What follows belongs to an exercise in optimizing a design on an open flow for a short achievable clock period and few clock cycles per item; a production flow would make more cautious choices.
Function was checked by simulation only, so behaviour that the tests miss may differ from the original.
Power and IR drop assume default switching activity.

`config.mk`:
```
export PLATFORM = sky130hd
export DESIGN_NAME = rv_exec_top
export DESIGN_NICKNAME = rv_exec_top
export VERILOG_FILES = /design/flow/design.v
export SDC_FILE = /design/flow/constraint.sdc
export NUM_CORES = 4
export LEC_CHECK = 0
export CAP_MARGIN = 20
export CORE_MARGIN = 2
export CORE_UTILIZATION = 72
export CTS_CLUSTER_DIAMETER = 100
export CTS_CLUSTER_SIZE = 20
export SETUP_SLACK_MARGIN = 3.2
export SLEW_MARGIN = 20
export SYNTH_HIERARCHICAL = 1
```
`constraint.sdc`:
```
create_clock -name core_clock -period 5.5 [get_ports {in_clk}]
set_input_delay 1.1000 -clock core_clock [delete_from_list [all_inputs] [get_ports {in_clk}]]
set_output_delay 1.1000 -clock core_clock [all_outputs]
set_load 0.01 [all_outputs]
```
`design.v`:
```
`default_nettype none
package rv_exec_pkg;
  localparam int NUM_REGS     = 32;
  localparam int XLEN_DEFAULT = 32;
  localparam logic [4:0] REG_X0 = 5'd0;
  localparam logic [4:0] OP_LUI   = 5'd0;
  localparam logic [4:0] OP_AUIPC = 5'd1;
  localparam logic [4:0] OP_ADDI  = 5'd2;
  localparam logic [4:0] OP_SLTI  = 5'd3;
  localparam logic [4:0] OP_SLTIU = 5'd4;
  localparam logic [4:0] OP_XORI  = 5'd5;
  localparam logic [4:0] OP_ORI   = 5'd6;
  localparam logic [4:0] OP_ANDI  = 5'd7;
  localparam logic [4:0] OP_SLLI  = 5'd8;
  localparam logic [4:0] OP_SRLI  = 5'd9;
  localparam logic [4:0] OP_SRAI  = 5'd10;
  localparam logic [4:0] OP_ADD   = 5'd11;
  localparam logic [4:0] OP_SUB   = 5'd12;
  localparam logic [4:0] OP_SLL   = 5'd13;
  localparam logic [4:0] OP_SLT   = 5'd14;
  localparam logic [4:0] OP_SLTU  = 5'd15;
  localparam logic [4:0] OP_XOR   = 5'd16;
  localparam logic [4:0] OP_SRL   = 5'd17;
  localparam logic [4:0] OP_SRA   = 5'd18;
  localparam logic [4:0] OP_OR    = 5'd19;
  localparam logic [4:0] OP_AND   = 5'd20;
endpackage
`default_nettype wire
`default_nettype none
import rv_exec_pkg::*;
module rv_regfile
#(
  parameter int XLEN = XLEN_DEFAULT
) (
  input  logic                in_clk,
  input  logic                in_rst,
  input  logic [NUM_REGS-1:0] rsel1_i,
  input  logic [NUM_REGS-1:0] rsel2_i,
  output logic [3:0][XLEN-1:0] rgrp1_o,
  output logic [3:0][XLEN-1:0] rgrp2_o,
  input  logic [NUM_REGS-1:0] wsel_i,
  input  logic [XLEN-1:0]     wdata_i
);
  logic [XLEN-1:0] regs [1:NUM_REGS-1];
  for (genvar i = 1; i < NUM_REGS; i++) begin : g_reg
    always_ff @(posedge in_clk or negedge in_rst) begin
      if (!in_rst) begin
        regs[i] <= '0;
      end else if (wsel_i[i]) begin
        regs[i] <= wdata_i;
      end
    end
  end
  always_comb begin
    for (int k = 0; k < 4; k++) begin
      rgrp1_o[k] = '0;
      rgrp2_o[k] = '0;
      for (int j = (k == 0) ? 1 : 0; j < 8; j++) begin
        rgrp1_o[k] = rgrp1_o[k] | (regs[8*k+j] & {XLEN{rsel1_i[8*k+j]}});
        rgrp2_o[k] = rgrp2_o[k] | (regs[8*k+j] & {XLEN{rsel2_i[8*k+j]}});
      end
    end
  end
endmodule
`default_nettype wire
`default_nettype none
import rv_exec_pkg::*;
module rv_issue
#(
  parameter int XLEN = XLEN_DEFAULT
) (
  input  logic                in_clk,
  input  logic                in_rst,
  input  logic                accept_i,
  input  logic [4:0]          op_i,
  input  logic [4:0]          rd_i,
  input  logic [4:0]          rs1_i,
  input  logic [4:0]          rs2_i,
  input  logic [XLEN-1:0]     imm_i,
  input  logic [XLEN-1:0]     pc_i,
  output logic                hold_o,
  output logic                held_o,
  output logic [NUM_REGS-1:0] rsel1_o,
  output logic [NUM_REGS-1:0] rsel2_o,
  input  logic [3:0][XLEN-1:0] rgrp1_i,
  input  logic [3:0][XLEN-1:0] rgrp2_i,
  input  logic [XLEN-1:0]     r_data_i,
  output logic                d_valid_o,
  output logic [4:0]          d_rd_o,
  output logic [XLEN-1:0]     d_a_o,
  output logic [XLEN-1:0]     d_b_o,
  output logic                d_fx1_o,
  output logic                d_fx2_o,
  output logic                d_fr1_o,
  output logic                d_fr2_o,
  output logic                d_inv_o,
  output logic                d_sgn_o,
  output logic                d_sel_add_o,
  output logic                d_sel_lt_o,
  output logic                d_log_and_o,
  output logic                d_log_xor_o,
  output logic                d_sel_sll_o,
  output logic                d_sel_sr_o,
  output logic                d_sra_o,
  output logic [3:0]          d_sh_h_o,
  output logic [3:0]          d_sh_m_o,
  output logic                d_sh_4_o
);
  logic            s_valid;
  logic [4:0]      s_op;
  logic [4:0]      s_rd;
  logic [4:0]      s_rs1;
  logic [4:0]      s_rs2;
  logic [XLEN-1:0] s_imm;
  logic [XLEN-1:0] s_pc;
  logic            f_stall;
  assign hold_o = f_stall && (s_valid || accept_i);
  assign held_o = s_valid;
  always_ff @(posedge in_clk or negedge in_rst) begin
    if (!in_rst) begin
      s_valid <= 1'b0;
    end else begin
      s_valid <= hold_o;
    end
  end
  always_ff @(posedge in_clk) begin
    if (!s_valid) begin
      s_op  <= op_i;
      s_rd  <= rd_i;
      s_rs1 <= rs1_i;
      s_rs2 <= rs2_i;
      s_imm <= imm_i;
      s_pc  <= pc_i;
    end
  end
  logic [4:0]      n_op;
  logic [4:0]      n_rd;
  logic [4:0]      n_rs1;
  logic [4:0]      n_rs2;
  logic [XLEN-1:0] n_imm;
  logic [XLEN-1:0] n_pc;
  always_comb begin
    if (s_valid) begin
      n_op  = s_op;
      n_rd  = s_rd;
      n_rs1 = s_rs1;
      n_rs2 = s_rs2;
      n_imm = s_imm;
      n_pc  = s_pc;
    end else begin
      n_op  = op_i;
      n_rd  = rd_i;
      n_rs1 = rs1_i;
      n_rs2 = rs2_i;
      n_imm = imm_i;
      n_pc  = pc_i;
    end
  end
  logic i_rs1_used, i_rs2_used, i_shift, i_pc_used;
  logic i_fx1, i_fx2, i_fr1, i_fr2, i_fb1, i_fb2;
  logic       e_valid;
  logic [4:0] e_rd;
  always_ff @(posedge in_clk or negedge in_rst) begin
    if (!in_rst) begin
      e_valid <= 1'b0;
    end else begin
      e_valid <= d_valid_o;
    end
  end
  always_ff @(posedge in_clk) begin
    e_rd <= d_rd_o;
  end
  always_comb begin
    i_rs1_used = (op_i != OP_LUI) && (op_i != OP_AUIPC) && (rs1_i != REG_X0);
    i_rs2_used = (op_i >= OP_ADD) && (rs2_i != REG_X0);
    i_pc_used  = (op_i == OP_AUIPC);
    i_shift    = (op_i == OP_SLLI) || (op_i == OP_SRLI) || (op_i == OP_SRAI) ||
                 (op_i == OP_SLL)  || (op_i == OP_SRL)  || (op_i == OP_SRA);
    i_fx1 = i_rs1_used && f_valid   && (f_rd   == rs1_i);
    i_fx2 = i_rs2_used && f_valid   && (f_rd   == rs2_i);
    i_fr1 = i_rs1_used && d_valid_o && (d_rd_o == rs1_i);
    i_fr2 = i_rs2_used && d_valid_o && (d_rd_o == rs2_i);
    i_fb1 = i_rs1_used && e_valid && (e_rd == rs1_i);
    i_fb2 = i_rs2_used && e_valid && (e_rd == rs2_i);
  end
  logic s_rs1_used, s_rs2_used, s_shift, s_pc_used;
  logic s_fx1, s_fx2, s_fb1, s_fb2;
  always_ff @(posedge in_clk) begin
    if (!s_valid) begin
      s_rs1_used <= i_rs1_used;
      s_rs2_used <= i_rs2_used;
      s_pc_used  <= i_pc_used;
      s_shift    <= i_shift;
      s_fx1      <= i_fx1;
      s_fx2      <= i_fx2;
      s_fb1      <= i_fr1;
      s_fb2      <= i_fr2;
    end
  end
  logic n_rs1_used, n_rs2_used, n_shift, n_pc_used;
  logic n_fx1, n_fx2, n_fr1, n_fr2, n_fb1, n_fb2;
  always_comb begin
    if (s_valid) begin
      n_rs1_used = s_rs1_used;
      n_rs2_used = s_rs2_used;
      n_pc_used  = s_pc_used;
      n_shift    = s_shift;
      n_fx1      = s_fx1;
      n_fx2      = s_fx2;
      n_fr1      = 1'b0;
      n_fr2      = 1'b0;
      n_fb1      = s_fb1;
      n_fb2      = s_fb2;
    end else begin
      n_rs1_used = i_rs1_used;
      n_rs2_used = i_rs2_used;
      n_pc_used  = i_pc_used;
      n_shift    = i_shift;
      n_fx1      = i_fx1;
      n_fx2      = i_fx2;
      n_fr1      = i_fr1;
      n_fr2      = i_fr2;
      n_fb1      = i_fb1;
      n_fb2      = i_fb2;
    end
  end
  logic                f_valid;
  logic [4:0]          f_op;
  logic [4:0]          f_rd;
  logic [XLEN-1:0]     f_imm;
  logic [XLEN-1:0]     f_pc;
  logic                f_pc_used;
  logic                f_shift;
  logic                f_imm_used;
  logic [NUM_REGS-1:0] f_oh1, f_oh2;
  logic [NUM_REGS-1:0] f_rsel1, f_rsel2;
  logic                f_fx1, f_fx2;
  logic                f_fr1, f_fr2;
  logic                f_fb1, f_fb2;
  logic [NUM_REGS-1:0] n_oh1, n_oh2;
  always_comb begin
    for (int i = 0; i < NUM_REGS; i++) begin
      n_oh1[i] = n_rs1_used && (n_rs1 == 5'(i));
      n_oh2[i] = n_rs2_used && (n_rs2 == 5'(i));
    end
  end
  always_ff @(posedge in_clk or negedge in_rst) begin
    if (!in_rst) begin
      f_valid <= 1'b0;
      f_fx1   <= 1'b0;
      f_fx2   <= 1'b0;
      f_fr1   <= 1'b0;
      f_fr2   <= 1'b0;
      f_fb1   <= 1'b0;
      f_fb2   <= 1'b0;
    end else if (!f_stall) begin
      f_valid <= s_valid || accept_i;
      f_fx1   <= n_fx1;
      f_fx2   <= n_fx2;
      f_fr1   <= n_fr1;
      f_fr2   <= n_fr2;
      f_fb1   <= n_fb1;
      f_fb2   <= n_fb2;
    end else begin
      f_fx1   <= 1'b0;
      f_fx2   <= 1'b0;
      f_fr1   <= f_fx1;
      f_fr2   <= f_fx2;
      f_fb1   <= f_fr1;
      f_fb2   <= f_fr2;
    end
  end
  always_ff @(posedge in_clk) begin
    if (!f_stall) begin
      f_op       <= n_op;
      f_rd       <= n_rd;
      f_imm      <= n_imm;
      f_pc       <= n_pc;
      f_pc_used  <= n_pc_used;
      f_shift    <= n_shift;
      f_imm_used <= (n_op < OP_ADD);
      f_oh1      <= n_oh1;
      f_oh2      <= n_oh2;
      f_rsel1    <= n_oh1 & {NUM_REGS{!n_fb1 && !n_fr1}};
      f_rsel2    <= n_oh2 & {NUM_REGS{!n_fb2 && !n_fr2}};
    end else begin
      f_rsel1    <= f_oh1 & {NUM_REGS{!f_fr1 && !f_fx1}};
      f_rsel2    <= f_oh2 & {NUM_REGS{!f_fr2 && !f_fx2}};
    end
  end
  assign rsel1_o = f_rsel1;
  assign rsel2_o = f_rsel2;
  logic inv;
  logic sgn;
  logic sel_add, sel_lt, sel_xor, sel_or, sel_and, sel_sll, sel_sr, sra;
  always_comb begin
    inv      = 1'b0;
    sgn      = 1'b0;
    sel_add  = 1'b0;
    sel_lt   = 1'b0;
    sel_xor  = 1'b0;
    sel_or   = 1'b0;
    sel_and  = 1'b0;
    sel_sll  = 1'b0;
    sel_sr   = 1'b0;
    sra      = 1'b0;
    case (f_op)
      OP_LUI:   begin sel_add = 1'b1; end
      OP_AUIPC: begin sel_add = 1'b1; end
      OP_ADDI:  begin sel_add = 1'b1; end
      OP_SLTI:  begin sel_lt = 1'b1; inv = 1'b1; sgn = 1'b1; end
      OP_SLTIU: begin sel_lt = 1'b1; inv = 1'b1; end
      OP_XORI:  begin sel_xor = 1'b1; end
      OP_ORI:   begin sel_or = 1'b1; end
      OP_ANDI:  begin sel_and = 1'b1; end
      OP_SLLI:  begin sel_sll = 1'b1; end
      OP_SRLI:  begin sel_sr = 1'b1; end
      OP_SRAI:  begin sel_sr = 1'b1; sra = 1'b1; end
      OP_ADD:   begin sel_add = 1'b1; end
      OP_SUB:   begin sel_add = 1'b1; inv = 1'b1; end
      OP_SLL:   begin sel_sll = 1'b1; end
      OP_SLT:   begin sel_lt = 1'b1; inv = 1'b1; sgn = 1'b1; end
      OP_SLTU:  begin sel_lt = 1'b1; inv = 1'b1; end
      OP_XOR:   begin sel_xor = 1'b1; end
      OP_SRL:   begin sel_sr = 1'b1; end
      OP_SRA:   begin sel_sr = 1'b1; sra = 1'b1; end
      OP_OR:    begin sel_or = 1'b1; end
      OP_AND:   begin sel_and = 1'b1; end
      default:  ;
    endcase
  end
  logic stall_nxt;
  assign stall_nxt = !f_stall && (s_valid || accept_i) &&
                     (((n_fx1 || n_fx2) && f_valid && f_shift && f_fx1) || (n_fx2 && n_shift));
  always_ff @(posedge in_clk or negedge in_rst) begin
    if (!in_rst) begin
      f_stall <= 1'b0;
    end else begin
      f_stall <= stall_nxt;
    end
  end
  logic [4:0] amt;
  logic [3:0] amt_h;
  logic [3:0] amt_m;
  always_comb begin
    amt = ({5{f_fb2 && !f_fr2}} & r_data_i[4:0]) | ({5{f_imm_used}} & f_imm[4:0]);
    for (int k = 0; k < 4; k++) begin
      amt = amt | rgrp2_i[k][4:0];
    end
    for (int k = 0; k < 4; k++) begin
      amt_h[k] = (amt[1:0] == 2'(k));
      amt_m[k] = (amt[3:2] == 2'(k));
    end
  end
  logic [4:0][XLEN-1:0] d_ag;
  logic [4:0][XLEN-1:0] d_bg;
  always_ff @(posedge in_clk or negedge in_rst) begin
    if (!in_rst) begin
      d_valid_o <= 1'b0;
    end else begin
      d_valid_o <= f_valid && !f_stall;
    end
  end
  always_ff @(posedge in_clk) begin
    for (int k = 0; k < 4; k++) begin
      d_ag[k] <= rgrp1_i[k];
      d_bg[k] <= rgrp2_i[k];
    end
    d_ag[4]     <= ({XLEN{f_fb1 && !f_fr1}} & r_data_i) | ({XLEN{f_pc_used}} & f_pc);
    d_bg[4]     <= ({XLEN{f_fb2 && !f_fr2}} & r_data_i) | ({XLEN{f_imm_used}} & f_imm);
    d_rd_o      <= f_rd;
    d_fx1_o     <= f_fx1;
    d_fx2_o     <= f_fx2;
    d_fr1_o     <= f_fr1;
    d_fr2_o     <= f_fr2;
    d_inv_o     <= inv;
    d_sgn_o     <= sgn;
    d_sel_add_o <= sel_add;
    d_sel_lt_o  <= sel_lt;
    d_log_and_o <= sel_and || sel_or;
    d_log_xor_o <= sel_xor || sel_or;
    d_sel_sll_o <= sel_sll;
    d_sel_sr_o  <= sel_sr;
    d_sra_o     <= sra;
    d_sh_h_o    <= amt_h;
    d_sh_m_o    <= amt_m;
    d_sh_4_o    <= amt[4];
  end
  assign d_a_o = d_ag[0] | d_ag[1] | d_ag[2] | d_ag[3] | d_ag[4] | ({XLEN{d_fr1_o}} & r_data_i);
  assign d_b_o = d_bg[0] | d_bg[1] | d_bg[2] | d_bg[3] | d_bg[4] | ({XLEN{d_fr2_o}} & r_data_i);
endmodule
`default_nettype wire
`default_nettype none
import rv_exec_pkg::*;
module rv_alu
#(
  parameter int XLEN = XLEN_DEFAULT
) (
  input  logic                in_clk,
  input  logic                in_rst,
  input  logic                d_valid_i,
  input  logic [4:0]          d_rd_i,
  input  logic [XLEN-1:0]     d_a_i,
  input  logic [XLEN-1:0]     d_b_i,
  input  logic                d_fx1_i,
  input  logic                d_fx2_i,
  input  logic                d_fr1_i,
  input  logic                d_fr2_i,
  input  logic                d_inv_i,
  input  logic                d_sgn_i,
  input  logic                d_sel_add_i,
  input  logic                d_sel_lt_i,
  input  logic                d_log_and_i,
  input  logic                d_log_xor_i,
  input  logic                d_sel_sll_i,
  input  logic                d_sel_sr_i,
  input  logic                d_sra_i,
  input  logic [3:0]          d_sh_h_i,
  input  logic [3:0]          d_sh_m_i,
  input  logic                d_sh_4_i,
  output logic                x_valid_o,
  output logic [4:0]          x_rd_o,
  output logic                r_valid_o,
  output logic [4:0]          r_rd_o,
  output logic [XLEN-1:0]     r_data_o,
  output logic [NUM_REGS-1:0] r_wsel_o
);
  localparam int W  = XLEN + 1;
  logic [XLEN-1:0] x_a;
  logic [XLEN-1:0] x_b;
  logic [NUM_REGS-1:0] x_wsel;   
  logic            x_inv;
  logic            x_sgn;
  logic            x_sel_add;
  logic            x_sel_lt;
  logic            x_log_and;
  logic            x_log_xor;
  logic [XLEN-1:0] x_shv;       
  logic [3:0]      xsh_l;        
  logic [3:0]      xsh_r;        
  logic [3:0]      xsh_m;
  logic            xsh_4;
  logic            x_sra;
  logic [W-1:0] ea;
  logic [W-1:0] eb;
  logic [W-1:0] g;
  logic [W-1:0] p;
  logic [W-1:0] cy;
  assign ea = {~x_sgn | x_a[XLEN-1], x_a};
  assign eb = {x_sgn & x_b[XLEN-1], x_b};
  assign g  = ea & eb;
  assign p  = ea ^ eb;
  rv_carry #(.W(W)) u_carry (
    .a_i  (ea),
    .b_i  (eb),
    .cy_o (cy)
  );
  logic [XLEN-1:0] xsh;
  rv_shift #(.XLEN(XLEN)) u_xshift (
    .a_i     (x_a),
    .shl_h_i (xsh_l),
    .shr_h_i (xsh_r),
    .m_i     (xsh_m),
    .s4_i    (xsh_4),
    .fill_i  (x_sra & x_a[XLEN-1]),
    .y_o     (xsh)
  );
  logic [XLEN-1:0] other;
  logic [XLEN-1:0] sp;
  logic [XLEN-1:0] res_c0;    
  logic [XLEN-1:0] res_c1;    
  logic [XLEN-1:0] csel;      
  logic [XLEN-1:0] fast;
  logic [XLEN-1:0] result;
  assign other = ({XLEN{x_log_and}} & g[XLEN-1:0])
               | ({XLEN{x_log_xor}} & p[XLEN-1:0])
               | x_shv;
  assign sp = p[XLEN-1:0] ^ {XLEN{x_inv}};
  assign csel = {cy[XLEN-1:1], cy[XLEN]};
  always_comb begin
    res_c0 = ({XLEN{x_sel_add}} &  sp) | other;
    res_c1 = ({XLEN{x_sel_add}} & ~sp) | other;
    res_c0[0] = ({x_sel_add} & sp[0]) | other[0] | (x_sel_lt & ~p[XLEN]);
    res_c1[0] = ({x_sel_add} & sp[0]) | other[0] | (x_sel_lt &  p[XLEN]);
  end
  rv_csel #(.W(XLEN)) u_sel_res (
    .sel_i (csel),
    .hi_i  (res_c1),
    .lo_i  (res_c0),
    .y_o   (fast)
  );
  assign result = fast | xsh;
  logic [XLEN-1:0] base_a, base_b;
  logic [XLEN-1:0] a_nxt, b_nxt;
  logic [XLEN-1:0] a_c1, a_c0, b_c1, b_c0;
  assign base_a = d_a_i;
  assign base_b = d_b_i;
  assign a_c1 = (d_fx1_i ? res_c1 : base_a) ^ {XLEN{d_inv_i}};
  assign a_c0 = (d_fx1_i ? res_c0 : base_a) ^ {XLEN{d_inv_i}};
  assign b_c1 =  d_fx2_i ? res_c1 : base_b;
  assign b_c0 =  d_fx2_i ? res_c0 : base_b;
  rv_csel #(.W(XLEN)) u_sel_a (
    .sel_i (csel),
    .hi_i  (a_c1),
    .lo_i  (a_c0),
    .y_o   (a_nxt)
  );
  rv_csel #(.W(XLEN)) u_sel_b (
    .sel_i (csel),
    .hi_i  (b_c1),
    .lo_i  (b_c0),
    .y_o   (b_nxt)
  );
  logic       d_sh_fast;
  logic [4:0] damt;
  logic [3:0] dsh_h;
  logic [3:0] dsh_m;
  logic [XLEN-1:0] d_shv;
  assign d_sh_fast = !d_fx1_i && !d_fx2_i;
  assign damt      = r_data_o[4:0];
  always_comb begin
    for (int k = 0; k < 4; k++) begin
      dsh_h[k] = d_fr2_i ? (damt[1:0] == 2'(k)) : d_sh_h_i[k];
      dsh_m[k] = d_fr2_i ? (damt[3:2] == 2'(k)) : d_sh_m_i[k];
    end
  end
  rv_shift #(.XLEN(XLEN)) u_dshift (
    .a_i     (base_a),
    .shl_h_i (dsh_h & {4{d_sel_sll_i && d_sh_fast}}),
    .shr_h_i (dsh_h & {4{d_sel_sr_i && d_sh_fast}}),
    .m_i     (dsh_m),
    .s4_i    (d_fr2_i ? damt[4] : d_sh_4_i),
    .fill_i  (d_sra_i && d_sh_fast && base_a[XLEN-1]),
    .y_o     (d_shv)
  );
  always_ff @(posedge in_clk or negedge in_rst) begin
    if (!in_rst) begin
      x_valid_o <= 1'b0;
    end else begin
      x_valid_o <= d_valid_i;
    end
  end
  always_ff @(posedge in_clk) begin
    x_rd_o    <= d_rd_i;
    for (int i = 0; i < NUM_REGS; i++) begin
      x_wsel[i] <= (d_rd_i == 5'(i)) && (i != 0);
    end
    x_a       <= a_nxt;
    x_b       <= b_nxt;
    x_inv     <= d_inv_i;
    x_sgn     <= d_sgn_i;
    x_sel_add <= d_sel_add_i;
    x_sel_lt  <= d_sel_lt_i;
    x_log_and <= d_log_and_i;
    x_log_xor <= d_log_xor_i;
    x_shv      <= d_shv;
    xsh_l      <= dsh_h & {4{d_sel_sll_i && !d_sh_fast}};
    xsh_r      <= dsh_h & {4{d_sel_sr_i && !d_sh_fast}};
    xsh_m      <= dsh_m;
    xsh_4      <= d_fr2_i ? damt[4] : d_sh_4_i;
    x_sra      <= d_sra_i && !d_sh_fast;
  end
  always_ff @(posedge in_clk or negedge in_rst) begin
    if (!in_rst) begin
      r_valid_o <= 1'b0;
      r_wsel_o  <= '0;
    end else begin
      r_valid_o <= x_valid_o;
      r_wsel_o  <= x_wsel & {NUM_REGS{x_valid_o}};
    end
  end
  always_ff @(posedge in_clk) begin
    r_rd_o   <= x_rd_o;
    r_data_o <= result;
  end
endmodule
module rv_carry
#(
  parameter int W = 33
) (
  input  logic [W-1:0] a_i,
  input  logic [W-1:0] b_i,
  output logic [W-1:0] cy_o
);
  localparam int LV = $clog2(W);
  logic [W-1:0] gg [LV+1];
  logic [W-1:0] tt [LV+1];
  assign gg[0] = ~(a_i & b_i);
  assign tt[0] = ~(a_i | b_i);
  function automatic logic pol(input integer l, input integer i);
    integer n, k;
    begin
      n = 0;
      for (k = 1; k <= l; k = k + 1) begin
        if (i >= (1 << (k - 1))) n = n + 1;
      end
      pol = (n % 2) == 1;
    end
  endfunction
  for (genvar l = 1; l <= LV; l++) begin : g_lvl
    localparam int D = 1 << (l - 1);
    for (genvar i = 0; i < W; i++) begin : g_bit
      if (i >= D) begin : g_op
        localparam logic PH = pol(l - 1, i);
        localparam logic PL = pol(l - 1, i - D);
        logic glo, tlo;
        if (PH == PL) begin : g_same
          assign glo = gg[l-1][i-D];
          assign tlo = tt[l-1][i-D];
        end else begin : g_flip
          assign glo = ~gg[l-1][i-D];
          assign tlo = ~tt[l-1][i-D];
        end
        if (PH) begin : g_pos
          rv_pfx_p u_node (
            .g_hi_i (gg[l-1][i]),
            .t_hi_i (tt[l-1][i]),
            .g_lo_i (glo),
            .t_lo_i (tlo),
            .gn_o   (gg[l][i]),
            .tn_o   (tt[l][i])
          );
        end else begin : g_neg
          rv_pfx_n u_node (
            .gn_hi_i (gg[l-1][i]),
            .tn_hi_i (tt[l-1][i]),
            .gn_lo_i (glo),
            .tn_lo_i (tlo),
            .g_o     (gg[l][i]),
            .t_o     (tt[l][i])
          );
        end
      end else begin : g_pass
        assign gg[l][i] = gg[l-1][i];
        assign tt[l][i] = tt[l-1][i];
      end
    end
  end
  assign cy_o[0] = 1'b0;
  for (genvar i = 1; i < W; i++) begin : g_out
    if (pol(LV, i - 1)) begin : g_t
      assign cy_o[i] = gg[LV][i-1];
    end else begin : g_f
      assign cy_o[i] = ~gg[LV][i-1];
    end
  end
endmodule
module rv_pfx_p (
  input  logic g_hi_i,
  input  logic t_hi_i,
  input  logic g_lo_i,
  input  logic t_lo_i,
  output logic gn_o,
  output logic tn_o
);
  assign gn_o = ~(g_hi_i | (t_hi_i & g_lo_i));
  assign tn_o = ~(t_hi_i & t_lo_i);
endmodule
module rv_pfx_n (
  input  logic gn_hi_i,
  input  logic tn_hi_i,
  input  logic gn_lo_i,
  input  logic tn_lo_i,
  output logic g_o,
  output logic t_o
);
  assign g_o = ~(gn_hi_i & (tn_hi_i | gn_lo_i));
  assign t_o = ~(tn_hi_i | tn_lo_i);
endmodule
module rv_shift
#(
  parameter int XLEN = 32
) (
  input  logic [XLEN-1:0] a_i,
  input  logic [3:0]      shl_h_i,
  input  logic [3:0]      shr_h_i,
  input  logic [3:0]      m_i,
  input  logic            s4_i,
  input  logic            fill_i,
  output logic [XLEN-1:0] y_o
);
  logic [XLEN-1:0] l1, l2;
  logic [XLEN-1:0] q1, q2;
  always_comb begin
    l1 = '0;
    q1 = '0;
    for (int k = 0; k < 4; k++) begin
      l1 = l1 | ({XLEN{shl_h_i[k]}} & (a_i << k));
      q1 = q1 | ({XLEN{shr_h_i[k]}} & XLEN'($signed({fill_i, a_i}) >>> k));
    end
    l2 = '0;
    q2 = '0;
    for (int k = 0; k < 4; k++) begin
      l2 = l2 | ({XLEN{m_i[k]}} & (l1 << (4 * k)));
      q2 = q2 | ({XLEN{m_i[k]}} & XLEN'($signed({fill_i, q1}) >>> (4 * k)));
    end
    y_o = (s4_i ? (l2 << 16) : l2) | (s4_i ? XLEN'($signed({fill_i, q2}) >>> 16) : q2);
  end
endmodule
module rv_csel
#(
  parameter int W = 31
) (
  input  logic [W-1:0] sel_i,
  input  logic [W-1:0] hi_i,
  input  logic [W-1:0] lo_i,
  output logic [W-1:0] y_o
);
  for (genvar i = 0; i < W; i++) begin : g_bit
    assign y_o[i] = sel_i[i] ? hi_i[i] : lo_i[i];
  end
endmodule
`default_nettype wire
`default_nettype none
import rv_exec_pkg::*;
module rv_writeback
#(
  parameter int XLEN   = XLEN_DEFAULT,
  parameter int QDEPTH = 7
) (
  input  logic            in_clk,
  input  logic            in_rst,
  input  logic            instr_valid_i,
  output logic            instr_ready_o,
  output logic            accept_o,
  input  logic            hold_i,
  input  logic            held_i,
  input  logic            r_valid_i,
  input  logic [4:0]      r_rd_i,
  input  logic [XLEN-1:0] r_data_i,
  output logic            res_valid_o,
  input  logic            res_ready_i,
  output logic [4:0]      res_rd_o,
  output logic [XLEN-1:0] res_data_o
);
  localparam int CAP = QDEPTH;
  localparam int CW  = $clog2(CAP + 1);
  localparam int PW  = $clog2(QDEPTH);
  logic [CW-1:0] owed;
  logic          pop;
  logic          rdy_int;
  logic          q_any;
  logic          rdy_inc;
  logic          rdy_same;
  assign rdy_int  = (owed < CW'(CAP)) && !held_i;
  assign accept_o = instr_valid_i && rdy_int;
  assign pop      = q_any && res_ready_i;
  assign rdy_inc  = (owed + CW'(1)) < CW'(CAP);
  assign rdy_same = owed < CW'(CAP);
  always_ff @(posedge in_clk or negedge in_rst) begin
    if (!in_rst) begin
      owed <= '0;
    end else begin
      case ({accept_o, pop})
        2'b10:   owed <= owed + CW'(1);
        2'b01:   owed <= owed - CW'(1);
        default: ;
      endcase
    end
  end
  always_ff @(posedge in_clk) begin
    case ({accept_o, pop})
      2'b10:   instr_ready_o <= rdy_inc && !hold_i;
      2'b01:   instr_ready_o <= !hold_i;
      default: instr_ready_o <= rdy_same && !hold_i;
    endcase
  end
  logic [4:0]      q_rd   [QDEPTH];
  logic [XLEN-1:0] q_data [QDEPTH];
  logic [PW-1:0]   wptr;
  logic [PW-1:0]   rptr;
  logic [PW-1:0]   rptr1;
  logic [PW:0]     q_cnt;
  logic [PW:0]     q_cnt_nxt;
  logic [4:0]      hd0_rd, hd1_rd;
  logic [XLEN-1:0] hd0_data, hd1_data;
  assign rptr1     = (rptr == PW'(QDEPTH - 1)) ? '0 : rptr + PW'(1);
  assign q_any     = (q_cnt != '0);
  always_comb begin
    case ({r_valid_i, pop})
      2'b10:   q_cnt_nxt = q_cnt + (PW+1)'(1);
      2'b01:   q_cnt_nxt = q_cnt - (PW+1)'(1);
      default: q_cnt_nxt = q_cnt;
    endcase
  end
  logic q_any_nxt;
  assign q_any_nxt = (q_cnt >= (PW+1)'(2)) || r_valid_i || (q_any && !pop);
  always_ff @(posedge in_clk or negedge in_rst) begin
    if (!in_rst) begin
      wptr        <= '0;
      rptr        <= '0;
      q_cnt       <= '0;
    end else begin
      if (r_valid_i) wptr <= (wptr == PW'(QDEPTH - 1)) ? '0 : wptr + PW'(1);
      if (pop)       rptr <= rptr1;
      q_cnt       <= q_cnt_nxt;
    end
  end
  always_ff @(posedge in_clk) begin
    res_valid_o <= q_any_nxt;
  end
  always_ff @(posedge in_clk) begin
    if (r_valid_i) begin
      q_rd[wptr]   <= r_rd_i;
      q_data[wptr] <= r_data_i;
    end
  end
  always_comb begin
    if (q_cnt >= (PW+1)'(1)) begin
      hd0_rd   = q_rd[rptr];
      hd0_data = q_data[rptr];
    end else begin
      hd0_rd   = r_rd_i;
      hd0_data = r_data_i;
    end
    if (q_cnt >= (PW+1)'(2)) begin
      hd1_rd   = q_rd[rptr1];
      hd1_data = q_data[rptr1];
    end else begin
      hd1_rd   = r_rd_i;
      hd1_data = r_data_i;
    end
  end
  always_ff @(posedge in_clk) begin
    if (pop) begin
      res_rd_o   <= hd1_rd;
      res_data_o <= hd1_data;
    end else begin
      res_rd_o   <= hd0_rd;
      res_data_o <= hd0_data;
    end
  end
endmodule
`default_nettype wire
`default_nettype none
import rv_exec_pkg::*;
module rv_exec_top
#(
  parameter int XLEN = XLEN_DEFAULT
) (
  input  logic            in_clk,
  input  logic            in_rst,
  input  logic            instr_valid_i,
  output logic                 instr_ready_o,
  input  logic [4:0]        op_i,
  input  logic [4:0]      rd_i,
  input  logic [4:0]      rs1_i,
  input  logic [4:0]      rs2_i,
  input  logic [XLEN-1:0] imm_i,
  input  logic [XLEN-1:0] pc_i,
  output logic                 res_valid_o,
  input  logic            res_ready_i,
  output logic [4:0]           res_rd_o,
  output logic [XLEN-1:0]      res_data_o
);
  logic                accept;
  logic                hold;
  logic                held;
  logic [NUM_REGS-1:0] rsel1;
  logic [NUM_REGS-1:0] rsel2;
  logic [3:0][XLEN-1:0] rgrp1;
  logic [3:0][XLEN-1:0] rgrp2;
  logic                d_valid;
  logic [4:0]          d_rd;
  logic [XLEN-1:0]     d_a;
  logic [XLEN-1:0]     d_b;
  logic                d_fx1;
  logic                d_fx2;
  logic                d_fr1;
  logic                d_fr2;
  logic                d_inv;
  logic                d_sgn;
  logic                d_sel_add;
  logic                d_sel_lt;
  logic                d_log_and;
  logic                d_log_xor;
  logic                d_sel_sll;
  logic                d_sel_sr;
  logic                d_sra;
  logic [3:0]          d_sh_h;
  logic [3:0]          d_sh_m;
  logic                d_sh_4;
  logic                x_valid;
  logic [4:0]          x_rd;
  logic                r_valid;
  logic [4:0]          r_rd;
  logic [XLEN-1:0]     r_data;
  logic [NUM_REGS-1:0] r_wsel;
  rv_regfile #(.XLEN(XLEN)) u_regfile (
    .in_clk   (in_clk),
    .in_rst   (in_rst),
    .rsel1_i  (rsel1),
    .rsel2_i  (rsel2),
    .rgrp1_o  (rgrp1),
    .rgrp2_o  (rgrp2),
    .wsel_i   (r_wsel),
    .wdata_i  (r_data)
  );
  rv_issue #(.XLEN(XLEN)) u_issue (
    .in_clk      (in_clk),
    .in_rst      (in_rst),
    .accept_i    (accept),
    .op_i        (op_i),
    .rd_i        (rd_i),
    .rs1_i       (rs1_i),
    .rs2_i       (rs2_i),
    .imm_i       (imm_i),
    .pc_i        (pc_i),
    .hold_o      (hold),
    .held_o      (held),
    .rsel1_o     (rsel1),
    .rsel2_o     (rsel2),
    .rgrp1_i     (rgrp1),
    .rgrp2_i     (rgrp2),
    .r_data_i    (r_data),
    .d_valid_o   (d_valid),
    .d_rd_o      (d_rd),
    .d_a_o       (d_a),
    .d_b_o       (d_b),
    .d_fx1_o     (d_fx1),
    .d_fx2_o     (d_fx2),
    .d_fr1_o     (d_fr1),
    .d_fr2_o     (d_fr2),
    .d_inv_o     (d_inv),
    .d_sgn_o     (d_sgn),
    .d_sel_add_o (d_sel_add),
    .d_sel_lt_o  (d_sel_lt),
    .d_log_and_o (d_log_and),
    .d_log_xor_o (d_log_xor),
    .d_sel_sll_o (d_sel_sll),
    .d_sel_sr_o  (d_sel_sr),
    .d_sra_o     (d_sra),
    .d_sh_h_o    (d_sh_h),
    .d_sh_m_o    (d_sh_m),
    .d_sh_4_o    (d_sh_4)
  );
  rv_alu #(.XLEN(XLEN)) u_alu (
    .in_clk      (in_clk),
    .in_rst      (in_rst),
    .d_valid_i   (d_valid),
    .d_rd_i      (d_rd),
    .d_a_i       (d_a),
    .d_b_i       (d_b),
    .d_fx1_i     (d_fx1),
    .d_fx2_i     (d_fx2),
    .d_fr1_i     (d_fr1),
    .d_fr2_i     (d_fr2),
    .d_inv_i     (d_inv),
    .d_sgn_i     (d_sgn),
    .d_sel_add_i (d_sel_add),
    .d_sel_lt_i  (d_sel_lt),
    .d_log_and_i (d_log_and),
    .d_log_xor_i (d_log_xor),
    .d_sel_sll_i (d_sel_sll),
    .d_sel_sr_i  (d_sel_sr),
    .d_sra_i     (d_sra),
    .d_sh_h_i    (d_sh_h),
    .d_sh_m_i    (d_sh_m),
    .d_sh_4_i    (d_sh_4),
    .x_valid_o   (x_valid),
    .x_rd_o      (x_rd),
    .r_valid_o   (r_valid),
    .r_rd_o      (r_rd),
    .r_data_o    (r_data),
    .r_wsel_o    (r_wsel)
  );
  rv_writeback #(.XLEN(XLEN)) u_writeback (
    .in_clk        (in_clk),
    .in_rst        (in_rst),
    .instr_valid_i (instr_valid_i),
    .instr_ready_o (instr_ready_o),
    .accept_o      (accept),
    .hold_i        (hold),
    .held_i        (held),
    .r_valid_i     (r_valid),
    .r_rd_i        (r_rd),
    .r_data_i      (r_data),
    .res_valid_o   (res_valid_o),
    .res_ready_i   (res_ready_i),
    .res_rd_o      (res_rd_o),
    .res_data_o    (res_data_o)
  );
endmodule
`default_nettype wire
```
`run.sh`:
```
#!/bin/bash
# synth_recipe.tcl (not shown) runs the flow's synth.tcl, then flattens the netlist and writes it again
# the make line also repeats each setting of config.mk as NAME=value (left out here)
make -C /OpenROAD-flow-scripts/flow DESIGN_CONFIG=/design/flow/config.mk WORK_HOME=/design/flow/orfs CLKGATE_MAP_FILE= SYNTH_SCRIPT=/design/flow/synth_recipe.tcl finish
```
==> results of run 1 <==
## registers in the layout, summed over array words and instances (netlist names), 32 cells and up
register                count
u_issue.f_pc               32
u_writeback.q_data        224
u_alu.r_data_o             32
u_issue.d_ag              160
u_alu.x_b                  32
u_issue.d_bg              160
u_writeback.q_rd           35
u_regfile.regs            992
u_alu.x_shv                32
u_issue.s_imm              32
u_issue.f_imm              32
u_writeback.res_data_o     32
u_issue.s_pc               32
u_alu.x_a                  32
## power groups by stage
stage / sequential [µW] / combinational [µW] / clock [µW]
after floorplan: 23600 / 11300 / 0
final: 25400 / 18400 / 9700
after global placement: 25100 / 14800 / 0
after global routing: 25700 / 19000 / 10300
after detailed placement: 25400 / 15300 / 0
after CTS: 25100 / 16700 / 9680
## cells in the final DEF, fill, tap and decap left out, types with 71 or more instances in the layout
cell type / instances
edfxtp_1: 400
mux2_4: 98
o21ai_0: 84
nand4_1: 196
clkdlybuf4s50_1: 71
buf_6: 76
nand2_1: 427
clkbuf_16: 122
mux2_1: 74
mux2_2: 1015
buf_4: 289
a222oi_1: 116
xor2_1: 103
a22oi_1: 1151
a22o_1: 135
mux2i_1: 90
a21oi_2: 146
nand3_1: 82
clkbuf_1: 97
dfxtp_1: 620
a21oi_1: 272
nor2_1: 276
inv_1: 102
dfrtp_1: 1029
## final timing paths
check	to	cells past startpoint
worst max-delay path	u_alu.x_shv[10]	11
worst min-delay path	u_issue.d_valid_o	1
worst max register to register	u_alu.x_shv[10]	11
worst min register to register	u_alu.x_log_xor	0
max in group asynchronous	u_regfile.regs[23][6]	2
min in group core_clock	u_alu.x_log_xor	0
## final cells by class
| class | count | area share [%] |
|---|---|---|
| diodes | 14 | 0.0320 |
| clock inverters | 10 | 0.191 |
| well taps | 1876 | 2.14 |
| flip-flops and latches | 2191 | 48.7 |
| clock buffers | 218 | 3.09 |
| inverters | 118 | 0.428 |
| multi-input cells | 5364 | 40.8 |
| repair buffers | 511 | 4.57 |
## per-layer routing
layer / global-route usage (%) / up-vias / part of all wire (%) / wire length (µm)
met3: 18.9 / 1760 / 15 / 52900
met1: 59.6 / 38900 / 34 / 121000
met5: 0.617 / - / 0.13 / 461
met2: 68.9 / 6468 / 42 / 149000
li1: - / 31700 / - / -
met4: 38.1 / 40 / 9.4 / 33400
## metrics by stage
step           hold slack [ns]  total power [µW]  std cells  util (%)  area [µm²]
2_1_floorplan            0.310             34900       8436         -      101000
3_3_place_gp             0.316             39900       9872      73.1      102000
3_5_place_dp             0.314             40800       9872      73.1      102000
4_1_cts                  0.244             51500      10200      77.4      108000
5_1_grt                  0.268             55000      10300      78.9      110000
6_report                 0.239             53400      10300      78.9      110000
## what timing repair did
item,CTS,global route
hold buffers,0,0
pin swaps,33,101
gates cloned,8,7
setup endpoints to repair,488,243
buffers inserted,89,82
gates resized for setup,556,299
## worst max-delay path, stage by stage (launching register included)
cell	delay (ns)
dfxtp_4	0.41
nor2_4	0.41
buf_6	0.20
nand2_8	0.09
nor2_4	0.24
buf_6	0.18
buf_12	0.14
a22oi_1	0.09
nand2_1	0.17
a22oi_1	0.09
and4_1	0.22
a21oi_1	0.12
==> summary.txt, run 1 <==
- Tmin final: between 2 and 3 ns
- LEAKAGE: 0.0447 µW
- Routability Congestion: 0.993
- Sw power: 20600 µW
- Initial core utilization: between 70% and 80%
- Root Driver: clkbuf_16
- Pre-CTS setup slack: 1.63 ns
- Status: no timing/DRC/antenna violations
- DIE WIDTH: between 300 and 400 µm
- Vias/cell: 7.66
- Clk pwr share: 18.1%
- Warnings from Yosys: 17
- Antenna viol nets, final: 0
- Reg2Reg Setup Slack: 2.99 ns
- Fin crit share: 45.7%
- Area of the multi-input gates: approximately 45000 µm²
- Wire length of the first global-routing pass: 505000 µm
- # IOs: 127
- Layout filler cell count: approximately 8500
- Switching Share: between 30 and 40%
- Fmax: between 300 and 400 MHz
- Via count: 78900
- Routed WL per cell: between 30 and 40 µm
- Max-slew headroom: approximately 17%
- TritonCTS buffer count: 120
- Ratio of cells with drive above 1 in the final layout: 29.7%
- # DRC: 0
- CORE AREA: around 140000 µm²
- # clock sinks: 2191
- GRT overflow: 0
- Slew Viols, Final: 0
- Area Overhead vs Synth: 9.23%
- Synthesized cell area: 100000 µm²
- # rows: 137
- Worst EP required: 6.20 ns
- Vias in the first global route: 75700
- Largest net degree at the start of global routing: about 170
- Overall routing resource usage: approximately 50%
- Die H: around 380 µm
- Worst-Skew Late Latency: between 0.8 and 0.9 ns
- Internal power: 32800 µW
- DRT Pass-1 Iters: 35
- Unrepaired setup endpoints after global routing: yes
- PD cells: 487 nW/µm²
- Synthesized Nets: about 8600
- Maximum VDD drop: around 0.00045 V
- Worst Clk Skew: 0.0658 ns
- CTS tree: done
- Hold Fails Final Rpt: 0
- Number of nets in the layout: 8439
- Mapped Cells: 8436
- Crit Reg-Reg Startpoint: u_issue.d_fx2_o
- Sequential cell area: 53400 µm²
- Setup crit end kind: flop
- Worst-path fanout max: 8
- Crit. Startpoint: u_issue.d_fx2_o
- Initial DRC Count: between 10000 and 15000
- Tightest Hold Check Type: in -> async
- Worst-path clk slew: 0.09 ns
- DP HPWL: ~210000 µm
- Setup_tns: 0 ns
- Logic pwr share: roughly a third
- CP startpoint kind: flop
- Finish-stage setup viols: 0
- Part of the power in registers: a little under half
- Port buffer count: 126
- Clock buffer depth: 3
- CP Data Arrival Time: ~3.2 ns
- Max_cap viols: 0
- Worst-margin pin slew: 1.25 ns
- Initial antenna violation count: 35
- Worst Path Class, Setup: reg -> reg
- Die area: about 140000 µm²
- Post-Route WL: ~360000 µm
- Synthesized area per cell: 11.9 µm²
- Htree depth: 3
- Setup ws final: 2.99 ns
Testbench counts, summed over its fixed seeds: cycles 12,106, items 12,000.
==> inputs of run 2 (changes only) <==
--- a/config.mk
+++ b/config.mk
@@ -5,11 +5,11 @@
 export SDC_FILE = /design/flow/constraint.sdc
 export NUM_CORES = 4
 export LEC_CHECK = 0
-export CAP_MARGIN = 20
+export CAP_MARGIN = 50
 export CORE_MARGIN = 2
 export CORE_UTILIZATION = 72
 export CTS_CLUSTER_DIAMETER = 100
 export CTS_CLUSTER_SIZE = 20
 export SETUP_SLACK_MARGIN = 3.2
-export SLEW_MARGIN = 20
+export SLEW_MARGIN = 50
 export SYNTH_HIERARCHICAL = 1
==> run 2 against run 1 <==
Still clean. Setup slack improved by 0.049 ns. Sequential power barely moved. Global-route usage decreased by 0.39 points. First-iteration DRC count decreased by 7.0%. Via count shrank 0.80%. Power fell by 0.38%. Register-to-register slack gained 0.05 ns. Final area about the same. Clock skew is 0.020 ns lower. Clock power fell by 0.6%. Wire length decreased by 1.2%. Synthesized cell count unchanged. Critical path type unchanged.
==> summary.txt, run 2 <==
- Fin crit share: 44.8%
- Largest net degree at the start of global routing: 129
- Number of nets in the layout: 8421
- Die area: 142000 µm²
- CORE AREA: 139000 µm²
- Setup crit end kind: flop
- DIE WIDTH: about 380 µm
- # clock sinks: 2191
- Most frequent cells in the layout: a22oi_1, dfrtp_1, mux2_2
- Hold Fails Final Rpt: 0
- TritonCTS buffer count: 120
- Worst Path Class, Setup: reg -> reg
- Cts hold-fix bufs: 0
- Initial antenna violation count: 33
- Max-slew headroom: 46.6%
- Critical Path Slowest Stage Cell: a222oi_1
- Worst EP required: slightly above 6 ns
- Worst Path Buf+Inv: 2
- GRT overflow: 0
- Part of the power in registers: 47.7%
- Mapped Cells: 8436
- Overall routing resource usage: 48.3%
- Setup_tns: 0 ns
- Worst Clk Skew: about 0.046 ns
- Tmin final: ~2.5 ns
- Worst-path fanout max: 27
- Synthesized Nets: around 8600
- CP delay by family, top: compound AO/OA/AOI/OAI gates
- DRT Pass-1 Iters: 22
- # IOs: 127
- Placed cell area: 102000 µm²
- Port buffer count: 126
- Synthesized area per cell: 11.9 µm²
- Slew Viols, Final: 0
- PD cells: ~500 nW/µm²
- DP HPWL: 213000 µm
- Fmax: 406 MHz
- Sw power: between 20000 and 25000 µW
- CP startpoint kind: flop
- Maximum VDD drop: 0.000538 V
- Critical Path Max Stage Delay: about 0.34 ns
- Die H: 377 µm
- # rows: 137
- Tightest Hold Check Type: in -> async
- Worst-path clk slew: 0.08 ns
- Area Overhead vs Synth: 9.22%
- Finish-stage setup viols: 0
- RR Endpoint: u_alu.x_shv[11]
- Clock buffer depth: 3
- Status: no timing/DRC/antenna violations
- Max reg flops: between 900 and 1000
- Crit Reg-Reg Startpoint: u_alu.r_data_o[6]
- Vias in the first global route: 75000
- Switching Share: 38.4%
- Vias/cell: roughly 7.6
- Reg2Reg Setup Slack: 3.04 ns
- Clk pwr share: 18.1%
- Logic pwr share: between 30 and 40%
- Commonest non-fill, non-tap cell in the layout: a22oi_1
- Worst-Skew Late Latency: 0.81 ns
- Routability Congestion: 0.993
- CP Data Arrival Time: 3.12 ns
- Synthesized cell area: 100000 µm²
- Biggest regs: u_regfile.regs: 992 flops, u_writeback.q_data: 224 flops
- Post-Route WL: ~350000 µm
- Wire length of the first global-routing pass: ~500000 µm
- # DRC: 0
- Final Cell Area: 110000 µm²
- Routed WL per cell: about 34 µm
- Initial DRC Count: 13000
- LEAKAGE: 0.0446 µW
- Ratio of cells with drive above 1 in the final layout: slightly below 30%
- Largest Register: u_regfile.regs
- Crit-path cells: buf_4, buf_12, a21oi_4, nand2_4, a22oi_1, nand2_1, a222oi_1, and4_1, a21oi_1
- Internal power: 32800 µW
- CTS tree: done
- Max_cap viols: 0
- Depth of the most critical reg-to-reg path: 9
- Warnings from Yosys: 17
- Via count: 78300
- Root Driver: clkbuf_16
- Worst-margin pin slew: 0.794 ns
- Htree depth: 3
- Antenna viol nets, final: 0
- Unrepaired setup endpoints after global routing: yes
- Initial core utilization: 72.2%
## run 2: how the worst max path moves through the flow
stage	startpoint	end	slack, ns	cells after the start
3_3_place_gp	rs1_i[1]	u_issue.f_rsel1[2]	1.67	6
5_1_grt	u_issue.d_ag[42]	u_alu.x_shv[10]	3.00	8
3_5_place_dp	rs1_i[1]	u_issue.f_rsel1[2]	1.62	6
6_report	u_alu.r_data_o[6]	u_alu.x_shv[11]	3.04	9
4_1_cts	u_writeback.res_data_o[0]	res_data_o[0]	3.09	1
2_1_floorplan	rs2_i[0]	u_issue.f_rsel2[21]	2.74	7
## run 2: layout make-up
type / count / area [µm²]
sequential: 2191 / 53500
multi-input combinational: 5358 / 44600
fill: 8512 / 29400
timing repair buffer: 498 / 5090
clock buffer: 221 / 3420
tap: 1876 / 2350
inverter: 118 / 485
clock inverter: 9 / 150
antenna: 12 / 30.0
timing repair inverter: 1 / 8.76
## run 2: worst register-to-register path: cells and delay by family, from the launching register on
kind / cells / cell delay [ns]
and+or+nand+nor: 3 / 0.64
AOI/OAI and AO/OA: 4 / 0.92
DFF: 1 / 0.32
buffers and inverters: 2 / 0.47
## run 2: per-stage QoR
stage	util [%]	hold WS (ns)	setup slack (ns)	total power (µW)	instances
2_1_floorplan	-	0.310	2.74	34900	8436
3_3_place_gp	73.1	0.316	1.67	39900	9872
5_1_grt	78.9	0.282	3.00	54800	10300
3_5_place_dp	73.5	0.315	1.62	40900	9887
6_report	78.9	0.257	3.04	53200	10300
4_1_cts	77.7	0.261	3.09	51500	10200
## run 2: power by group through the flow
stage	registers, µW	logic, µW	clock network [µW]
floorplan	23600	11300	0
global route	25700	18900	10200
global placement	25100	14800	0
finish	25400	18200	9640
detailed placement	25400	15500	0
CTS	25100	16800	9620
## run 2: layer usage
layer  part of all wire [%]  track usage (%)
met1                     35             60.3
met4                    9.4             36.7
met2                     42             68.5
met5                  0.063            0.206
met3                     14             17.4
## run 2: timing repair
| action | CTS | global route |
|---|---|---|
| gates cloned | 8 | 3 |
| endpoints found under the setup margin | 422 | 205 |
| endpoints found under the hold margin | 0 | 0 |
| gates resized for setup | 537 | 248 |
| setup buffers | 79 | 58 |
| pin swaps | 36 | 93 |
==> inputs of run 3 (changes only) <==
--- a/design.v
+++ b/design.v
@@ -104,7 +104,14 @@
   output logic                d_sra_o,
   output logic [3:0]          d_sh_h_o,
   output logic [3:0]          d_sh_m_o,
-  output logic                d_sh_4_o
+  output logic                d_sh_4_o,
+  output logic [3:0]          d_shl_o,
+  output logic [3:0]          d_shr_o,
+  output logic [3:0]          d_shm_o,
+  output logic                d_sh4_o,
+  output logic                d_shl_fr_o,
+  output logic                d_shr_fr_o,
+  output logic                d_sh_fr_o
 );
   logic            s_valid;
   logic [4:0]      s_op;
@@ -352,6 +359,9 @@
       amt_m[k] = (amt[3:2] == 2'(k));
     end
   end
+  logic sh_l, sh_r;
+  assign sh_l = sel_sll && !f_fx1 && !f_fx2;
+  assign sh_r = sel_sr && !f_fx1 && !f_fx2;
   logic [4:0][XLEN-1:0] d_ag;
   logic [4:0][XLEN-1:0] d_bg;
   always_ff @(posedge in_clk or negedge in_rst) begin
@@ -385,6 +395,13 @@
     d_sh_h_o    <= amt_h;
     d_sh_m_o    <= amt_m;
     d_sh_4_o    <= amt[4];
+    d_shl_o     <= amt_h & {4{sh_l && !f_fr2}};
+    d_shr_o     <= amt_h & {4{sh_r && !f_fr2}};
+    d_shm_o     <= amt_m & {4{!f_fr2}};
+    d_sh4_o     <= amt[4] && !f_fr2;
+    d_shl_fr_o  <= sh_l && f_fr2;
+    d_shr_fr_o  <= sh_r && f_fr2;
+    d_sh_fr_o   <= (sel_sll || sel_sr) && f_fr2;
   end
   assign d_a_o = d_ag[0] | d_ag[1] | d_ag[2] | d_ag[3] | d_ag[4] | ({XLEN{d_fr1_o}} & r_data_i);
   assign d_b_o = d_bg[0] | d_bg[1] | d_bg[2] | d_bg[3] | d_bg[4] | ({XLEN{d_fr2_o}} & r_data_i);
@@ -418,6 +435,13 @@
   input  logic [3:0]          d_sh_h_i,
   input  logic [3:0]          d_sh_m_i,
   input  logic                d_sh_4_i,
+  input  logic [3:0]          d_shl_i,
+  input  logic [3:0]          d_shr_i,
+  input  logic [3:0]          d_shm_i,
+  input  logic                d_sh4_i,
+  input  logic                d_shl_fr_i,
+  input  logic                d_shr_fr_i,
+  input  logic                d_sh_fr_i,
   output logic                x_valid_o,
   output logic [4:0]          x_rd_o,
   output logic                r_valid_o,
@@ -435,7 +459,11 @@
   logic            x_sel_lt;
   logic            x_log_and;
   logic            x_log_xor;
-  logic [XLEN-1:0] x_shv;       
+  logic [XLEN-1:0] x_shl2;      
+  logic [XLEN-1:0] x_shr2;      
+  logic            x_sh16;
+  logic            x_shfill;
+  logic [XLEN-1:0] x_shv;
   logic [3:0]      xsh_l;        
   logic [3:0]      xsh_r;        
   logic [3:0]      xsh_m;
@@ -463,8 +491,12 @@
     .m_i     (xsh_m),
     .s4_i    (xsh_4),
     .fill_i  (x_sra & x_a[XLEN-1]),
+    .l_o     (),
+    .r_o     (),
     .y_o     (xsh)
   );
+  assign x_shv = (x_sh16 ? (x_shl2 << 16) : x_shl2)
+               | (x_sh16 ? {{16{x_shfill}}, x_shr2[XLEN-1:16]} : x_shr2);
   logic [XLEN-1:0] other;
   logic [XLEN-1:0] sp;
   logic [XLEN-1:0] res_c0;    
@@ -515,7 +547,6 @@
   logic [4:0] damt;
   logic [3:0] dsh_h;
   logic [3:0] dsh_m;
-  logic [XLEN-1:0] d_shv;
   assign d_sh_fast = !d_fx1_i && !d_fx2_i;
   assign damt      = r_data_o[4:0];
   always_comb begin
@@ -524,14 +555,27 @@
       dsh_m[k] = d_fr2_i ? (damt[3:2] == 2'(k)) : d_sh_m_i[k];
     end
   end
-  rv_shift #(.XLEN(XLEN)) u_dshift (
+  logic [3:0] rsh_h;
+  logic [3:0] rsh_m;
+  always_comb begin
+    for (int k = 0; k < 4; k++) begin
+      rsh_h[k] = (damt[1:0] == 2'(k));
+      rsh_m[k] = (damt[3:2] == 2'(k));
+    end
+  end
+  logic [XLEN-1:0] d_shl2, d_shr2;
+  logic            d_shfill;
+  assign d_shfill = d_sra_i && d_sh_fast && base_a[XLEN-1];
+  rv_shift #(.XLEN(XLEN), .BY16(0)) u_dshift (
     .a_i     (base_a),
-    .shl_h_i (dsh_h & {4{d_sel_sll_i && d_sh_fast}}),
-    .shr_h_i (dsh_h & {4{d_sel_sr_i && d_sh_fast}}),
-    .m_i     (dsh_m),
-    .s4_i    (d_fr2_i ? damt[4] : d_sh_4_i),
-    .fill_i  (d_sra_i && d_sh_fast && base_a[XLEN-1]),
-    .y_o     (d_shv)
+    .shl_h_i (d_shl_i | (rsh_h & {4{d_shl_fr_i}})),
+    .shr_h_i (d_shr_i | (rsh_h & {4{d_shr_fr_i}})),
+    .m_i     (d_shm_i | (rsh_m & {4{d_sh_fr_i}})),
+    .s4_i    (1'b0),
+    .fill_i  (d_shfill),
+    .l_o     (d_shl2),
+    .r_o     (d_shr2),
+    .y_o     ()
   );
   always_ff @(posedge in_clk or negedge in_rst) begin
     if (!in_rst) begin
@@ -553,7 +597,10 @@
     x_sel_lt  <= d_sel_lt_i;
     x_log_and <= d_log_and_i;
     x_log_xor <= d_log_xor_i;
-    x_shv      <= d_shv;
+    x_shl2     <= d_shl2;
+    x_shr2     <= d_shr2;
+    x_sh16     <= d_sh4_i | (damt[4] && d_sh_fr_i);
+    x_shfill   <= d_shfill;
     xsh_l      <= dsh_h & {4{d_sel_sll_i && !d_sh_fast}};
     xsh_r      <= dsh_h & {4{d_sel_sr_i && !d_sh_fast}};
     xsh_m      <= dsh_m;
@@ -669,7 +716,8 @@
 endmodule
 module rv_shift
 #(
-  parameter int XLEN = 32
+  parameter int XLEN = 32,
+  parameter bit BY16 = 1
 ) (
   input  logic [XLEN-1:0] a_i,
   input  logic [3:0]      shl_h_i,
@@ -677,6 +725,8 @@
   input  logic [3:0]      m_i,
   input  logic            s4_i,
   input  logic            fill_i,
+  output logic [XLEN-1:0] l_o,
+  output logic [XLEN-1:0] r_o,
   output logic [XLEN-1:0] y_o
 );
   logic [XLEN-1:0] l1, l2;
@@ -694,7 +744,13 @@
       l2 = l2 | ({XLEN{m_i[k]}} & (l1 << (4 * k)));
       q2 = q2 | ({XLEN{m_i[k]}} & XLEN'($signed({fill_i, q1}) >>> (4 * k)));
     end
-    y_o = (s4_i ? (l2 << 16) : l2) | (s4_i ? XLEN'($signed({fill_i, q2}) >>> 16) : q2);
+    l_o = l2;
+    r_o = q2;
+    if (BY16) begin
+      y_o = (s4_i ? (l2 << 16) : l2) | (s4_i ? XLEN'($signed({fill_i, q2}) >>> 16) : q2);
+    end else begin
+      y_o = '0;
+    end
   end
 endmodule
 module rv_csel
@@ -880,6 +936,13 @@
   logic [3:0]          d_sh_h;
   logic [3:0]          d_sh_m;
   logic                d_sh_4;
+  logic [3:0]          d_shl;
+  logic [3:0]          d_shr;
+  logic [3:0]          d_shm;
+  logic                d_sh4;
+  logic                d_shl_fr;
+  logic                d_shr_fr;
+  logic                d_sh_fr;
   logic                x_valid;
   logic [4:0]          x_rd;
   logic                r_valid;
@@ -932,7 +995,14 @@
     .d_sra_o     (d_sra),
     .d_sh_h_o    (d_sh_h),
     .d_sh_m_o    (d_sh_m),
-    .d_sh_4_o    (d_sh_4)
+    .d_sh_4_o    (d_sh_4),
+    .d_shl_o     (d_shl),
+    .d_shr_o     (d_shr),
+    .d_shm_o     (d_shm),
+    .d_sh4_o     (d_sh4),
+    .d_shl_fr_o  (d_shl_fr),
+    .d_shr_fr_o  (d_shr_fr),
+    .d_sh_fr_o   (d_sh_fr)
   );
   rv_alu #(.XLEN(XLEN)) u_alu (
     .in_clk      (in_clk),
@@ -957,6 +1027,13 @@
     .d_sh_h_i    (d_sh_h),
     .d_sh_m_i    (d_sh_m),
     .d_sh_4_i    (d_sh_4),
+    .d_shl_i     (d_shl),
+    .d_shr_i     (d_shr),
+    .d_shm_i     (d_shm),
+    .d_sh4_i     (d_sh4),
+    .d_shl_fr_i  (d_shl_fr),
+    .d_shr_fr_i  (d_shr_fr),
+    .d_sh_fr_i   (d_sh_fr),
     .x_valid_o   (x_valid),
     .x_rd_o      (x_rd),
     .r_valid_o   (r_valid),
--- a/config.mk
+++ b/config.mk
@@ -5,11 +5,11 @@
 export SDC_FILE = /design/flow/constraint.sdc
 export NUM_CORES = 4
 export LEC_CHECK = 0
-export CAP_MARGIN = 50
+export CAP_MARGIN = 20
 export CORE_MARGIN = 2
-export CORE_UTILIZATION = 72
+export CORE_UTILIZATION = 65
 export CTS_CLUSTER_DIAMETER = 100
 export CTS_CLUSTER_SIZE = 20
 export SETUP_SLACK_MARGIN = 3.2
-export SLEW_MARGIN = 50
+export SLEW_MARGIN = 20
 export SYNTH_HIERARCHICAL = 1
==> run 3 against run 2 <==
Highest routed layer unchanged. Largest cell class unchanged. Register-to-register slack better by 0.02 ns. Global-route usage is 3.1 points lower. Core utilization is 7.6 points lower. Non-clock buffer count is 29 lower. Wire length is 6.2% higher. Critical endpoint is now u_alu.r_data_o[9]. First-iteration DRC count is 6.4% lower. Final cell count is 3.5% higher. Clock power is 9% higher. Flip-flop and latch count is 50 higher. Die area is 13% higher. Combinational power is 8% lower. Critical path depth is 5 lower.
==> summary.txt, run 3 <==
- Status: no timing/DRC/antenna violations
- Unrepaired setup endpoints after global routing: yes
- Max_cap viols: 0
- Initial core utilization: ~66%
- Worst-margin pin slew: 1.27 ns
- GRT overflow: 0
- Placed cell area: 104000 µm²
- Worst Clk Skew: 0.0540 ns
- Max-slew headroom: 15.0%
- Synthesized cell area: ~100000 µm²
- Logic pwr share: 32.1%
- Htree depth: 4
- Critical Path Slowest Stage Cell: clkinvlp_2
- Setup_tns: 0 ns
- Largest net degree at the start of global routing: about 140
- Vias/cell: 7.46
- Vias in the first global route: between 70000 and 80000
- Internal power: 32600 µW
- Overall routing resource usage: between 40% and 50%
- Worst-path clk slew: approximately 0.080 ns
- Final Cell Area: 111000 µm²
- Routability Congestion: 0.984
- LEAKAGE: 0.0456 µW
- Finish-stage setup viols: 0
- Routed WL per cell: 35.2 µm
- DP HPWL: between 200000 and 250000 µm
- CP delay by family, top: buffers and inverters
- Fin crit share: 44.4%
- Tightest Hold Check Type: in -> async
- Clock buffer depth: 3
- TritonCTS buffer count: 132
- Mapped Cells: 8628
- RR Endpoint: u_alu.r_data_o[9]
- Area Overhead vs Synth: 8.69%
- Placed cell count: 10300
- # IOs: 127
- Sw power: 19300 µW
- CP startpoint kind: flop
- Setup crit end kind: flop
- Max reg flops: 992
- Warnings from Yosys: 18
- Part of the power in registers: 47.6%
- PD cells: ~470 nW/µm²
- Worst Path Class, Setup: reg -> reg
- Worst-path fanout max: 30
- DRT Pass-1 Iters: 10
- Crit-path cells: buf_4, clkinvlp_2, a41oi_1, or2_2
- Worst-Skew Late Latency: 0.84 ns
- Most frequent cells in the layout: mux2_2, dfrtp_1, a22oi_1
- Die H: 401 µm
- Biggest regs: u_regfile.regs: 992 flops, u_writeback.q_data: 224 flops
- Synthesized Nets: around 8800
- Slew Viols, Final: 0
- Hold Fails Final Rpt: 0
- Cts hold-fix bufs: 0
- Total power: roughly 52000 µW
- Initial antenna violation count: 40
- Tmin final: between 2 and 2.5 ns
- DIE WIDTH: 401 µm
- Worst EP required: slightly above 6 ns
- Via count: slightly below 80000
- CP Data Arrival Time: between 3 and 4 ns
- CTS tree: done
- Wire length of the first global-routing pass: 530000 µm
- Commonest non-fill, non-tap cell in the layout: mux2_2
- Maximum VDD drop: 0.000422 V
- Worst Path Buf+Inv: 2
- # DRC: 0
- Reg2Reg Setup Slack: 3.06 ns
- Die area: around 160000 µm²
- Root Driver: clkbuf_16
- Area of the multi-input gates: 45300 µm²
- # rows: between 100 and 150
- Crit Reg-Reg Startpoint: u_alu.xsh_4
- Initial DRC Count: 12200
- Sequential cell area: approximately 54000 µm²
- Depth of the most critical reg-to-reg path: 4
- Layout filler cell count: approximately 11000
- Largest Register: u_regfile.regs
- Antenna viol nets, final: 0
- Final core utilization: a little under three quarters
- Post-Route WL: 375000 µm
- Layout Cells excl Fill: roughly 11000
- Synthesized area per cell: 11.9 µm²
- Critical Path Max Stage Delay: between 0.8 and 0.9 ns
- Fmax: 410 MHz
- Switching Share: between 30% and 40%
- Ratio of cells with drive above 1 in the final layout: 27.9%
- CORE AREA: between 150000 and 200000 µm²
- Port buffer count: 126
- # clock sinks: 2241
- Number of nets in the layout: 8586
- Clk pwr share: 20.3%
## run 3: timing repair
action | 4_1_cts | 5_1_grt
setup buffers | 70 | 51
cloned | 3 | 3
resized for setup | 508 | 218
endpoints found under the setup margin | 429 | 298
pin swaps | 37 | 32
## run 3: how the worst max path moves through the flow
stage,cells after the start,from,slack [ns],to
after floorplan,2,u_writeback.wptr[1],2.86,u_writeback.q_data[1][0]
after global placement,6,op_i[1],1.74,u_issue.f_rsel1[21]
after detailed placement,6,op_i[1],1.70,u_issue.f_rsel1[20]
after CTS,1,u_writeback.res_data_o[11],3.05,res_data_o[11]
after global routing,1,u_writeback.res_data_o[11],3.06,res_data_o[11]
final,4,u_alu.xsh_4,3.06,u_alu.r_data_o[9]
## run 3: area by class of cell
cell class / instances / area share (%)
Antenna cell: 20 / 0.0449
Clock buffer: 231 / 3.43
Clock inverter: 13 / 0.164
Inverter: 138 / 0.521
Multi-Input combinational cell: 5469 / 40.6
Sequential cell: 2241 / 48.9
Tap cell: 2058 / 2.31
Timing Repair Buffer: 469 / 4.01
Timing Repair inverter: 2 / 0.0124
## run 3: power groups by stage
stage | clock [µW] | sequential [µW] | combinational [µW]
2_1_floorplan | 0 | 23300 | 10400
3_3_place_gp | 0 | 24600 | 14200
3_5_place_dp | 0 | 24800 | 14600
4_1_cts | 10500 | 24500 | 15500
5_1_grt | 11100 | 25000 | 17400
6_report | 10500 | 24700 | 16700
## run 3: worst reg2reg max path, stage by stage, from the launching register on
cell        delay [ns]
dfxtp_1           0.32
buf_4             0.39
clkinvlp_2        0.84
a41oi_1           0.63
or2_2             0.19
## run 3: stage by stage
step	worst slack [ns]	hold WS, ns
floorplan	2.86	0.310
global placement	1.74	0.317
detailed placement	1.70	0.325
CTS	3.05	0.333
global route	3.06	0.340
finish	3.06	0.331
## run 3: metal layers
metal	GRT usage, %	share of wire, %	up-vias
met5	0	0.027	-
met4	35.2	9.1	14
met3	13.8	13	1452
met2	65.7	43	5977
met1	56.5	35	39500
li1	-	-	32400
Testbench counts of run 3, summed over its fixed seeds: cycles 12,106, items 12,000.

re-timing with driven ports:
How much do the figures lean on ideal ports? The routed layouts below were timed once more, with nothing changed but the port constraints.
Step 1 sets driving cells, clkbuf_16 on the clock port and buf_2 on the other inputs (assumed; they add their load-dependent delay and slew).
Step 2 also shifts input and output timing later by t, the mid clock arrival at the registers, as if the neighbouring blocks saw the same clock.
a / b / c = ideal / step 1 / step 2; a / b = the first two.
run | t, ns | setup WS [ns] | worst hold slack (ns)
run 1 | 0.867 | 2.988 / 2.988 / 2.435 | 0.239 / 0.208 / 0.330
run 2 | 0.871 | 3.036 / 3.031 / 2.426 | 0.257 / 0.225 / 0.329
run 3 | 0.895 | 3.059 / 3.000 / 2.384 | 0.331 / 0.334 / 0.334
After both steps setup and hold are still met in every run listed. The setup slack of run 3, which loses most, moves by -0.059 ns with the drivers and by -0.675 ns with both steps.
